This design comes from an exercise in tuning for small area, a short achievable clock period and few clock cycles per item on the open sky130 flow, not from production work.
In this exercise RTL edits were held to simulation tests only and were not proved equivalent to the original.

==> exp/cedar: inputs <==
==> flow/design.v <==
package fft_pkg;
    localparam int FFT_DW = 16;
    localparam int FFT_TW = 16;
    typedef enum logic [1:0] {LOAD, COMPUTE, UNLOAD} state_t;
    typedef struct packed {
        logic signed [15:0] re;
        logic signed [15:0] im;
    } tw_q14_t;
    function automatic tw_q14_t ifft_twiddle(input logic [1:0] t);
        tw_q14_t w;
        case (t)
            2'd0:    w = {16'sd16384, 16'sd0};
            2'd1:    w = {16'sd11585, 16'sd11585};
            2'd2:    w = {16'sd0, 16'sd16384};
            default: w = {-16'sd11585, 16'sd11585};
        endcase
        ifft_twiddle = w;
    endfunction
    function automatic logic [2:0] bitrev3(input logic [2:0] k);
        bitrev3 = {k[0], k[1], k[2]};
    endfunction
endpackage
module fft_bfly #(
    parameter int DW = 16,
    parameter int TW = 16
) (
    input  logic signed [DW-1:0] a_re,
    input  logic signed [DW-1:0] a_im,
    input  logic signed [DW-1:0] b_re,
    input  logic signed [DW-1:0] b_im,
    input  logic signed [TW-1:0] w_re,
    input  logic signed [TW-1:0] w_im,
    output logic signed [DW-1:0] x_re,
    output logic signed [DW-1:0] x_im,
    output logic signed [DW-1:0] y_re,
    output logic signed [DW-1:0] y_im
);
    localparam int PW = DW + TW + 1;
    localparam int SW = DW + 2;
    localparam logic signed [PW-1:0] RND  = PW'(1) <<< (TW - 3);
    localparam logic signed [SW-1:0] SMAX = SW'(2 ** (DW - 1) - 1);
    localparam logic signed [SW-1:0] SMIN = SW'(-(2 ** (DW - 1)));
    function automatic logic signed [DW-1:0] half_sat(input logic signed [SW-1:0] s);
        logic signed [SW-1:0] h;
        h = s >>> 1;
        if (h > SMAX)      half_sat = DW'(SMAX);
        else if (h < SMIN) half_sat = DW'(SMIN);
        else               half_sat = DW'(h);
    endfunction
    logic signed [PW-1:0] prod_re, prod_im, rnd_re, rnd_im;
    logic signed [SW-1:0] p_re, p_im;
    always_comb begin
        prod_re = PW'(b_re) * PW'(w_re) - PW'(b_im) * PW'(w_im);
        prod_im = PW'(b_re) * PW'(w_im) + PW'(b_im) * PW'(w_re);
        rnd_re  = (prod_re + RND) >>> (TW - 2);
        rnd_im  = (prod_im + RND) >>> (TW - 2);
        p_re    = SW'(rnd_re);
        p_im    = SW'(rnd_im);
        x_re    = half_sat(SW'(a_re) + p_re);
        x_im    = half_sat(SW'(a_im) + p_im);
        y_re    = half_sat(SW'(a_re) - p_re);
        y_im    = half_sat(SW'(a_im) - p_im);
    end
endmodule
module ifft8_stream #(
    parameter int DW = fft_pkg::FFT_DW,
    parameter int TW = fft_pkg::FFT_TW
) (
    input  logic                 clk,
    input  logic                 rst,
    input  logic                 in_valid,
    output logic                 in_ready,
    input  logic signed [DW-1:0] in_re,
    input  logic signed [DW-1:0] in_im,
    output logic                 out_valid,
    input  logic                 out_ready,
    output logic signed [DW-1:0] out_re,
    output logic signed [DW-1:0] out_im,
    output logic                 out_last,
    output logic                 busy
);
    function automatic logic [15:0] hs(input logic [17:0] s);
        if (s[17] != s[16]) hs = s[17] ? 16'h8000 : 16'h7fff;
        else                hs = s[16:1];
    endfunction
    function automatic logic [63:0] csa(input logic [31:0] a, input logic [31:0] b,
                                        input logic [31:0] c);
        csa = {a ^ b ^ c, ((a & b) | (a & c) | (b & c)) << 1};
    endfunction
    function automatic logic [16:0] kmul(input logic [17:0] v, input logic k8191);
        logic [31:0] x, t13, t6, s1, c1, s2, c2, s3, c3, s4, c4, t;
        x   = {{14{v[17]}}, v};
        t13 = (x << 13) | 32'h1fff;
        t6  = (x << 6) | {31'd0, ~k8191};
        {s1, c1} = csa(t13, x << 11, x << 10);
        {s2, c2} = csa(x << 8, t6, x);
        {s3, c3} = csa(s1, c1, s2);
        {s4, c4} = csa(s3, c3, c2);
        t = s4 + c4;
        kmul = t[30:14];
    endfunction
    logic [31:0] inq;
    logic        v_q, in_ready_q, busy_q;
    logic [31:0] d0, d1, d2, d3;       
    logic [2:0]  fp;                   
    logic [2:0]  r;                    
    logic [32:0] p0;                   
    logic        pv0;
    logic [31:0] e0, e1;
    logic        te0, te1;             
    logic [2:0]  pos1;
    logic [31:0] p1;
    logic        pv1;
    logic [2:0]  posP;
    logic [16:0] pu, pv;
    logic        pmul, pP;
    logic [17:0] xop;                  
    logic        xk;                   
    logic [16:0] qu, qv, mu, mv;
    logic        qmul, pQ, pM;
    logic [31:0] g;
    logic        tg;
    logic [2:0]  pos2;
    logic [31:0] wq;
    logic        wvq;
    logic [31:0] sr0, sr1, sr2;
    logic        sv0, sv1, sv2, sl0, sl1, sl2;
    logic [2:0]  pos3;
    logic [32:0] oreg, skid;
    logic        ovalid, skid_valid;
    logic fill, step, consume, drain, blk1, blk2, go1, go2;
    assign fill    = ~fp[2];
    assign step    = ~skid_valid;
    assign consume = step & v_q;
    assign drain   = step & ~v_q & fill & (r != 3'd0);
    assign blk1    = pos1[1] & ~pv0;
    assign blk2    = pos2[0] & ~pM;
    assign go1     = step & ~blk1;
    assign go2     = step & ~blk2;
    logic [16:0] s0_sr, s0_si, s0_dr, s0_di, nrot;
    logic [32:0] s0_out;
    logic        s0_rot;
    always_comb begin
        s0_sr = {d3[31], d3[31:16]} + {inq[31], inq[31:16]};
        s0_si = {d3[15], d3[15:0]}  + {inq[15], inq[15:0]};
        s0_dr = {d3[31], d3[31:16]} - {inq[31], inq[31:16]};
        s0_di = {d3[15], d3[15:0]}  - {inq[15], inq[15:0]};
        s0_rot = (r == 3'd1) | (r == 3'd2);
        nrot   = 17'd0 - {d3[15], d3[15:0]};
        if (!fill)       s0_out = {s0_sr[16], s0_sr[16:1], s0_si[16:1]};
        else if (s0_rot) s0_out = {nrot, d3[31:16]};
        else             s0_out = {d3[31], d3};
    end
    logic [17:0] s1_sr, s1_dr;
    logic [16:0] s1_si, s1_di;
    logic [31:0] s1x, s1y;
    always_comb begin
        s1_sr = {{2{e1[31]}}, e1[31:16]} + {p0[32], p0[32:16]};
        s1_dr = {{2{e1[31]}}, e1[31:16]} - {p0[32], p0[32:16]};
        s1_si = {e1[15], e1[15:0]} + {p0[15], p0[15:0]};
        s1_di = {e1[15], e1[15:0]} - {p0[15], p0[15:0]};
        s1x = {s1_sr[16:1], s1_si[16:1]};
        s1y = {s1_dr[16:1], s1_di[16:1]};
    end
    logic        t1, t2, t3, n_mul;
    logic [16:0] re17, im17, ua, ub, va, vb;
    logic [17:0] usum, vsum;
    always_comb begin
        t2   = posP[0] & ~posP[2] & posP[1];
        t1   = posP[0] & posP[2] & ~posP[1];
        t3   = posP[0] & posP[2] & posP[1];
        n_mul = pv1 & (t1 | t3);
        re17 = {p1[31], p1[31:16]};
        im17 = {p1[15], p1[15:0]};
        ua   = t2 ? 17'd0 : re17;
        ub   = t1 ? ~im17 : ((t2 | t3) ? im17 : 17'd0);
        va   = (t1 | t2 | t3) ? re17 : im17;
        vb   = t1 ? im17 : (t3 ? ~im17 : 17'd0);
        usum = {ua, 1'b1} + {ub, t1};
        vsum = {va, 1'b1} + {vb, t3};
    end
    logic [16:0] kprod;
    always_comb kprod = kmul(xop, xk);
    logic        swp;
    logic [17:0] s2_sr, s2_dr, s2_si, s2_di;
    logic [15:0] h_sr, h_dr;
    logic [31:0] s2x, s2y, w2;
    logic        wv2;
    always_comb begin
        swp   = pos2[1];
        s2_sr = {{2{g[31]}}, g[31:16]} + {mu[16], mu};
        s2_dr = {{2{g[31]}}, g[31:16]} - {mu[16], mu};
        s2_si = {{2{g[15]}}, g[15:0]}  + {mv[16], mv};
        s2_di = {{2{g[15]}}, g[15:0]}  - {mv[16], mv};
        h_sr  = hs(s2_sr);
        h_dr  = hs(s2_dr);
        s2x = {swp ? h_dr : h_sr, hs(s2_si)};
        s2y = {swp ? h_sr : h_dr, hs(s2_di)};
        w2  = pos2[0] ? s2x : g;
        wv2 = pos2[0] ? pM : tg;
    end
    logic        direct;
    logic [31:0] ow, tw;
    logic        ov, ol, tv, tl, push;
    always_comb begin
        direct = wvq & ((pos3 == 3'd4) | (pos3 == 3'd6));
        ow = direct ? wq : sr2;
        ov = direct ? 1'b1 : sv2;
        ol = direct ? 1'b0 : sl2;
        tw = direct ? sr2 : wq;
        tv = direct ? sv2 : wvq;
        tl = direct ? sl2 : (wvq & (pos3 == 3'd7));
        push = step & ov;
    end
    logic take_ok, accept, v_q_d, skid_valid_d;
    always_comb begin
        take_ok      = ~ovalid | out_ready;
        accept       = in_valid & in_ready_q;
        v_q_d        = accept | (v_q & ~consume);
        skid_valid_d = take_ok ? 1'b0 : (skid_valid | push);
    end
    always_ff @(posedge clk) begin
        if (accept) inq <= {in_re, in_im};
        if (consume) begin
            d3 <= d2; d2 <= d1; d1 <= d0;
            d0 <= fill ? inq : {s0_dr[16:1], s0_di[16:1]};
        end else if (drain) begin
            if (r >= 3'd2) d3 <= d2;
            if (r >= 3'd3) d2 <= d1;
            if (r >= 3'd4) d1 <= d0;
        end
        if (step) begin
            p0   <= s0_out;
            p1   <= pos1[1] ? s1x : e1;
            pu   <= usum[17:1];
            pv   <= vsum[17:1];
            pmul <= n_mul;
            xop  <= n_mul ? {usum[17], usum[17:1]} : {pv[16], pv};
            xk   <= n_mul & t3;
            qu   <= pmul ? kprod : pu;
            qv   <= pv;
            qmul <= pmul;
            mu   <= qu;
            mv   <= qmul ? kprod : qv;
            wq   <= w2;
            sr2 <= sr1; sr1 <= sr0; sr0 <= tw;
        end
        if (go1 & (pv0 | te0)) e1 <= e0;
        if (go1 & pv0) e0 <= pos1[1] ? s1y : p0[31:0];
        if (go2 & pM) g <= pos2[0] ? s2y : {mu[15:0], mv[15:0]};
        if (take_ok) oreg <= skid_valid ? skid : {ol, ow};
        else if (push) skid <= {ol, ow};
    end
    always_ff @(posedge clk or posedge rst) begin
        if (rst) begin
            v_q <= 1'b0; in_ready_q <= 1'b1; busy_q <= 1'b0;
            fp <= '0; r <= '0; pv0 <= 1'b0;
            te0 <= 1'b0; te1 <= 1'b0; pos1 <= '0; pv1 <= 1'b0;
            posP <= '0; pP <= 1'b0; pQ <= 1'b0; pM <= 1'b0;
            tg <= 1'b0; pos2 <= '0; wvq <= 1'b0;
            sv0 <= 1'b0; sv1 <= 1'b0; sv2 <= 1'b0;
            sl0 <= 1'b0; sl1 <= 1'b0; sl2 <= 1'b0;
            pos3 <= '0;
            ovalid <= 1'b0; skid_valid <= 1'b0;
        end else begin
            v_q        <= v_q_d;
            in_ready_q <= ~(v_q_d & skid_valid_d);
            busy_q     <= v_q_d & skid_valid_d;
            skid_valid <= skid_valid_d;
            if (take_ok) ovalid <= skid_valid | push;
            if (consume) begin
                fp <= fp + 3'd1;
                if (fp == 3'd7)          r <= 3'd4;
                else if (r != 3'd0)      r <= r - 3'd1;
            end else if (drain) begin
                r <= r - 3'd1;
            end
            if (step) begin
                pv0  <= fill ? (r != 3'd0) : v_q;
                pv1  <= pos1[1] ? pv0 : te1;
                pP   <= pv1;
                if (pv1) posP <= posP + 3'd1;
                pQ   <= pP;
                pM   <= pQ;
                wvq  <= wv2;
                sv2 <= sv1; sv1 <= sv0; sv0 <= tv;
                sl2 <= sl1; sl1 <= sl0; sl0 <= tl;
                if (wvq) pos3 <= pos3 + 3'd1;
            end
            if (go1) begin
                te1 <= te0;
                te0 <= pv0 & pos1[1];
                if (pv0) pos1 <= pos1 + 3'd1;
            end
            if (go2) begin
                tg <= pM & pos2[0];
                if (pM) pos2 <= pos2 + 3'd1;
            end
        end
    end
    assign in_ready  = in_ready_q;
    assign busy      = busy_q;
    assign out_valid = ovalid;
    assign out_last  = oreg[32];
    assign out_re    = oreg[31:16];
    assign out_im    = oreg[15:0];
endmodule
==> flow/flow/run.sh <==
#!/bin/bash
# The standard layout, with timing repair aiming 10 ns beyond the required setup slack.
bash standard.sh SETUP_SLACK_MARGIN=10 finish > standard.log 2>&1
==> flow/standard.sh <==
#!/bin/bash
# synth_recipe.tcl (not shown) runs the flow's synth.tcl, then flattens the netlist and writes it again
# the make line also repeats each setting of config.mk as NAME=value (left out here)
make -C /OpenROAD-flow-scripts/flow DESIGN_CONFIG=/design/flow/config.mk WORK_HOME=/design/flow/orfs CLKGATE_MAP_FILE= SYNTH_SCRIPT=/design/flow/synth_recipe.tcl "${@:-finish}"
==> flow/config.mk <==
export PLATFORM = sky130hd
export DESIGN_NAME = ifft8_stream
export DESIGN_NICKNAME = ifft8_stream
export VERILOG_FILES = /design/flow/design.v
export SDC_FILE = /design/flow/constraint.sdc
export NUM_CORES = 4
export LEC_CHECK = 0
export CAP_MARGIN = 20
export CORE_MARGIN = 2
export CORE_UTILIZATION = 40
export SLEW_MARGIN = 20
==> flow/constraint.sdc <==
create_clock -name core_clock -period 14.0 [get_ports {clk}]
set_input_delay 2.8000 -clock core_clock [delete_from_list [all_inputs] [get_ports {clk}]]
set_output_delay 2.8000 -clock core_clock [all_outputs]
set_load 0.01 [all_outputs]
==> inputs of exp/willow, as changes to exp/cedar <==
--- a/flow/design.v
+++ b/flow/design.v
@@ -222,2 +222,4 @@
     always_ff @(posedge clk) begin
+        in_ready_q <= ~(v_q_d & skid_valid_d);
+        busy_q     <= v_q_d & skid_valid_d;
         if (accept) inq <= {in_re, in_im};
@@ -255,3 +257,3 @@
         if (rst) begin
-            v_q <= 1'b0; in_ready_q <= 1'b1; busy_q <= 1'b0;
+            v_q <= 1'b0;
             fp <= '0; r <= '0; pv0 <= 1'b0;
@@ -266,4 +268,2 @@
             v_q        <= v_q_d;
-            in_ready_q <= ~(v_q_d & skid_valid_d);
-            busy_q     <= v_q_d & skid_valid_d;
             skid_valid <= skid_valid_d;
==> flow/flow/run.sh (replaced) <==
#!/bin/bash
# The standard layout with larger clock-sink clusters (fewer clock buffers);
# timing repair aims 9.7 ns beyond the required setup slack and works on the
# worst 10% of endpoints.
bash standard.sh SETUP_SLACK_MARGIN=9.7 TNS_END_PERCENT=10 CTS_CLUSTER_SIZE=25 CTS_CLUSTER_DIAMETER=150 finish > standard.log 2>&1
--- a/flow/config.mk
+++ b/flow/config.mk
@@ -7,2 +7,3 @@
 export LEC_CHECK = 0
+export ABC_AREA = 1
 export CAP_MARGIN = 20
==> inputs of exp/raven, as changes to exp/cedar <==
==> flow/design.v, changed modules only <==
module ifft8_stream #(
    parameter int DW = fft_pkg::FFT_DW,
    parameter int TW = fft_pkg::FFT_TW
) (
    input  logic                 clk,
    input  logic                 rst,
    input  logic                 in_valid,
    output logic                 in_ready,
    input  logic signed [DW-1:0] in_re,
    input  logic signed [DW-1:0] in_im,
    output logic                 out_valid,
    input  logic                 out_ready,
    output logic signed [DW-1:0] out_re,
    output logic signed [DW-1:0] out_im,
    output logic                 out_last,
    output logic                 busy
);
    function automatic logic [15:0] hs(input logic [17:0] s);
        if (s[17] != s[16]) hs = s[17] ? 16'h8000 : 16'h7fff;
        else                hs = s[16:1];
    endfunction
    function automatic logic [63:0] csa(input logic [31:0] a, input logic [31:0] b,
                                        input logic [31:0] c);
        csa = {a ^ b ^ c, ((a & b) | (a & c) | (b & c)) << 1};
    endfunction
    function automatic logic [16:0] kmul(input logic [17:0] v, input logic [31:0] k);
        logic [31:0] x, s1, c1, s2, c2, s3, c3, s4, c4, s5, c5, t;
        x = {{14{v[17]}}, v};
        {s1, c1} = csa(x << 13, x << 11, x << 10);
        {s2, c2} = csa(x << 8, x << 6, x);
        {s3, c3} = csa(s1, c1, s2);
        {s4, c4} = csa(s3, c3, c2);
        {s5, c5} = csa(s4, c4, k);
        t = s5 + c5;
        kmul = t[30:14];
    endfunction
    logic [31:0] inq;
    logic        v_q, in_ready_q, busy_q;
    logic [31:0] d0, d1, d2, d3;       
    logic [2:0]  fp;                   
    logic [2:0]  r;                    
    logic [32:0] p0;                   
    logic        pv0;
    logic [31:0] e0, e1;
    logic        te0, te1;             
    logic [2:0]  pos1;
    logic [31:0] p1;
    logic        pv1;
    logic [2:0]  posP;
    logic [17:0] pu;
    logic [16:0] pv;
    logic        pmul, pt3, pP;
    logic [16:0] mu, mv;
    logic        pM;
    logic [31:0] g;
    logic        tg;
    logic [2:0]  pos2;
    logic [31:0] sr0, sr1, sr2;
    logic        sv0, sv1, sv2, sl0, sl1, sl2;
    logic [2:0]  pos3;
    logic [32:0] oreg, skid;
    logic        ovalid, skid_valid;
    logic fill, step, consume, drain, blk1, blk2, go1, go2;
    assign fill    = ~fp[2];
    assign step    = ~skid_valid;
    assign inq     = {in_re, in_im};
    assign v_q     = in_valid;
    assign consume = step & v_q;
    assign drain   = step & ~v_q & fill & (r != 3'd0);
    assign blk1    = pos1[1] & ~pv0;
    assign blk2    = pos2[0] & ~pM;
    assign go1     = step & ~blk1;
    assign go2     = step & ~blk2;
    logic [16:0] s0_sr, s0_si, s0_dr, s0_di, nrot;
    logic [32:0] s0_out;
    logic        s0_rot;
    always_comb begin
        s0_sr = {d3[31], d3[31:16]} + {inq[31], inq[31:16]};
        s0_si = {d3[15], d3[15:0]}  + {inq[15], inq[15:0]};
        s0_dr = {d3[31], d3[31:16]} - {inq[31], inq[31:16]};
        s0_di = {d3[15], d3[15:0]}  - {inq[15], inq[15:0]};
        s0_rot = (r == 3'd1) | (r == 3'd2);
        nrot   = 17'd0 - {d3[15], d3[15:0]};
        if (!fill)       s0_out = {s0_sr[16], s0_sr[16:1], s0_si[16:1]};
        else if (s0_rot) s0_out = {nrot, d3[31:16]};
        else             s0_out = {d3[31], d3};
    end
    logic [17:0] s1_sr, s1_dr;
    logic [16:0] s1_si, s1_di;
    logic [31:0] s1x, s1y;
    always_comb begin
        s1_sr = {{2{e1[31]}}, e1[31:16]} + {p0[32], p0[32:16]};
        s1_dr = {{2{e1[31]}}, e1[31:16]} - {p0[32], p0[32:16]};
        s1_si = {e1[15], e1[15:0]} + {p0[15], p0[15:0]};
        s1_di = {e1[15], e1[15:0]} - {p0[15], p0[15:0]};
        s1x = {s1_sr[16:1], s1_si[16:1]};
        s1y = {s1_dr[16:1], s1_di[16:1]};
    end
    logic        b_w, t1, t2, t3;
    logic [17:0] re18, im18, ua, ub;
    logic [16:0] re17, im17, va, vb;
    logic [18:0] usum;
    logic [17:0] vsum;
    always_comb begin
        b_w  = posP[0];
        t2   = b_w & ~posP[2] & posP[1];
        t1   = b_w & posP[2] & ~posP[1];
        t3   = b_w & posP[2] & posP[1];
        re18 = {{2{p1[31]}}, p1[31:16]};
        im18 = {{2{p1[15]}}, p1[15:0]};
        re17 = {p1[31], p1[31:16]};
        im17 = {p1[15], p1[15:0]};
        ua   = t3 ? ~re18 : (t2 ? 18'd0 : re18);
        ub   = (t1 | t2 | t3) ? ~im18 : 18'd0;
        va   = t2 | t1 | t3 ? re17 : im17;
        vb   = t1 ? im17 : (t3 ? ~im17 : 17'd0);
        usum = {ua, 1'b1} + {ub, t1 | t2 | t3};
        vsum = {va, 1'b1} + {vb, t3};
    end
    logic [17:0] s2_sr, s2_dr, s2_si, s2_di;
    logic [31:0] s2x, s2y, w2;
    logic        wv2;
    always_comb begin
        s2_sr = {{2{g[31]}}, g[31:16]} + {mu[16], mu};
        s2_dr = {{2{g[31]}}, g[31:16]} - {mu[16], mu};
        s2_si = {{2{g[15]}}, g[15:0]}  + {mv[16], mv};
        s2_di = {{2{g[15]}}, g[15:0]}  - {mv[16], mv};
        s2x = {hs(s2_sr), hs(s2_si)};
        s2y = {hs(s2_dr), hs(s2_di)};
        w2  = pos2[0] ? s2x : g;
        wv2 = pos2[0] ? pM : tg;
    end
    logic        direct;
    logic [31:0] ow, tw;
    logic        ov, ol, tv, tl, push;
    always_comb begin
        direct = wv2 & ((pos3 == 3'd4) | (pos3 == 3'd6));
        ow = direct ? w2 : sr2;
        ov = direct ? 1'b1 : sv2;
        ol = direct ? 1'b0 : sl2;
        tw = direct ? sr2 : w2;
        tv = direct ? sv2 : wv2;
        tl = direct ? sl2 : (wv2 & (pos3 == 3'd7));
        push = step & ov;
    end
    logic take_ok, skid_valid_d;
    always_comb begin
        take_ok      = ~ovalid | out_ready;
        skid_valid_d = take_ok ? 1'b0 : (skid_valid | push);
    end
    always_ff @(posedge clk) begin
        if (consume) begin
            d3 <= d2; d2 <= d1; d1 <= d0;
            d0 <= fill ? inq : {s0_dr[16:1], s0_di[16:1]};
        end else if (drain) begin
            if (r >= 3'd2) d3 <= d2;
            if (r >= 3'd3) d2 <= d1;
            if (r >= 3'd4) d1 <= d0;
        end
        if (step) begin
            p0   <= s0_out;
            p1   <= pos1[1] ? s1x : e1;
            pu   <= usum[18:1];
            pv   <= vsum[17:1];
            pmul <= t1 | t3;
            pt3  <= t3;
            mu   <= pmul ? kmul(pu, pt3 ? 32'd19777 : 32'd8192) : pu[16:0];
            mv   <= pmul ? kmul({pv[16], pv}, 32'd8192) : pv;
            sr2 <= sr1; sr1 <= sr0; sr0 <= tw;
        end
        if (go1 & (pv0 | te0)) e1 <= e0;
        if (go1 & pv0) e0 <= pos1[1] ? s1y : p0[31:0];
        if (go2 & pM) g <= pos2[0] ? s2y : {mu[15:0], mv[15:0]};
        if (take_ok) oreg <= skid_valid ? skid : {ol, ow};
        else if (push) skid <= {ol, ow};
    end
    always_ff @(posedge clk or posedge rst) begin
        if (rst) begin
            in_ready_q <= 1'b1; busy_q <= 1'b0;
            fp <= '0; r <= '0; pv0 <= 1'b0;
            te0 <= 1'b0; te1 <= 1'b0; pos1 <= '0; pv1 <= 1'b0;
            posP <= '0; pP <= 1'b0; pM <= 1'b0;
            tg <= 1'b0; pos2 <= '0;
            sv0 <= 1'b0; sv1 <= 1'b0; sv2 <= 1'b0;
            sl0 <= 1'b0; sl1 <= 1'b0; sl2 <= 1'b0;
            pos3 <= '0;
            ovalid <= 1'b0; skid_valid <= 1'b0;
        end else begin
            in_ready_q <= ~skid_valid_d;
            busy_q     <= skid_valid_d;
            skid_valid <= skid_valid_d;
            if (take_ok) ovalid <= skid_valid | push;
            if (consume) begin
                fp <= fp + 3'd1;
                if (fp == 3'd7)          r <= 3'd4;
                else if (r != 3'd0)      r <= r - 3'd1;
            end else if (drain) begin
                r <= r - 3'd1;
            end
            if (step) begin
                pv0  <= fill ? (r != 3'd0) : v_q;
                pv1  <= pos1[1] ? pv0 : te1;
                pP   <= pv1;
                if (pv1) posP <= posP + 3'd1;
                pM   <= pP;
                sv2 <= sv1; sv1 <= sv0; sv0 <= tv;
                sl2 <= sl1; sl1 <= sl0; sl0 <= tl;
                if (wv2) pos3 <= pos3 + 3'd1;
            end
            if (go1) begin
                te1 <= te0;
                te0 <= pv0 & pos1[1];
                if (pv0) pos1 <= pos1 + 3'd1;
            end
            if (go2) begin
                tg <= pM & pos2[0];
                if (pM) pos2 <= pos2 + 3'd1;
            end
        end
    end
    assign in_ready  = in_ready_q;
    assign busy      = busy_q;
    assign out_valid = ovalid;
    assign out_last  = oreg[32];
    assign out_re    = oreg[31:16];
    assign out_im    = oreg[15:0];
endmodule
==> flow/run.sh (new file) <==
#!/bin/bash
# synth_recipe.tcl (not shown) runs the flow's synth.tcl, then flattens the netlist and writes it again
# the make line also repeats each setting of config.mk as NAME=value (left out here)
make -C /OpenROAD-flow-scripts/flow DESIGN_CONFIG=/design/flow/config.mk WORK_HOME=/design/flow/orfs CLKGATE_MAP_FILE= SYNTH_SCRIPT=/design/flow/synth_recipe.tcl finish
--- a/flow/config.mk
+++ b/flow/config.mk
@@ -9,3 +9,3 @@
 export CORE_MARGIN = 2
-export CORE_UTILIZATION = 40
+export CORE_UTILIZATION = 60
 export SLEW_MARGIN = 20
removed: flow/flow/run.sh
removed: flow/standard.sh
==> inputs of exp/garnet, as changes to exp/cedar <==
--- a/flow/design.v
+++ b/flow/design.v
@@ -222,2 +222,4 @@
     always_ff @(posedge clk) begin
+        in_ready_q <= ~(v_q_d & skid_valid_d);
+        busy_q     <= v_q_d & skid_valid_d;
         if (accept) inq <= {in_re, in_im};
@@ -255,3 +257,3 @@
         if (rst) begin
-            v_q <= 1'b0; in_ready_q <= 1'b1; busy_q <= 1'b0;
+            v_q <= 1'b0;
             fp <= '0; r <= '0; pv0 <= 1'b0;
@@ -266,4 +268,2 @@
             v_q        <= v_q_d;
-            in_ready_q <= ~(v_q_d & skid_valid_d);
-            busy_q     <= v_q_d & skid_valid_d;
             skid_valid <= skid_valid_d;
==> flow/flow/run.sh (replaced) <==
#!/bin/bash
# The standard layout with larger clock-sink clusters (fewer clock buffers);
# timing repair aims 10 ns beyond the required setup slack and works on the
# worst 5% of endpoints.
bash standard.sh SETUP_SLACK_MARGIN=10 TNS_END_PERCENT=5 CTS_CLUSTER_SIZE=25 CTS_CLUSTER_DIAMETER=150 finish > standard.log 2>&1
==> notes <==
Register-to-register slack: exp/cedar is worse than exp/willow (250 ps).
Of exp/cedar and exp/raven, exp/cedar has the higher final area (gap about 7.5%, measured against exp/raven).
Count of clock-buffer cells in the layout: exp/garnet is lower than exp/raven (15).
Testbench counts of exp/cedar, summed over its fixed seeds: cycles 4,240, frames 512.
Testbench counts of exp/willow, summed over its fixed seeds: cycles 4,240, frames 512.
Testbench counts of exp/raven, summed over its fixed seeds: cycles 4,216, frames 512.
Testbench counts of exp/garnet, summed over its fixed seeds: cycles 4,240, frames 512.

-- separate check: timing with driven ports --
In the flow no input, the clock included, has a driving cell. The finished layouts below were timed again as built, in two steps. Step 1 assumes that a clkbuf_16 drives the clock port and a buf_2 every other input. Step 2 moves the port delays by t, midway between the first and last clock arrival at a register: inputs arrive t later, outputs are due t later. That takes back most of the time a late clock gives input paths. Three values: ideal ports, drivers, drivers and shift; two values: the first two.
run	shift t [ns]	setup slack, ns	slew at the worst register clock pin (ns)	worst slew at a driven data input, ns	pins driven straight from the clock port
exp/cedar	0.699	9.609 / 9.609 / 9.421	0.07 / 0.07	0.04	1
exp/willow	0.714	9.643 / 9.577 / 9.336	0.11 / 0.11	0.05	1
exp/raven	0.692	8.394 / 8.394 / 7.871	0.07 / 0.07	0.09	1
exp/garnet	0.697	9.709 / 9.709 / 9.284	0.11 / 0.11	0.05	1
After both steps setup and hold are still met in every run listed. For exp/raven, which loses most, drivers alone change the setup slack by 0.000 ns; drivers and shift together by -0.523 ns.
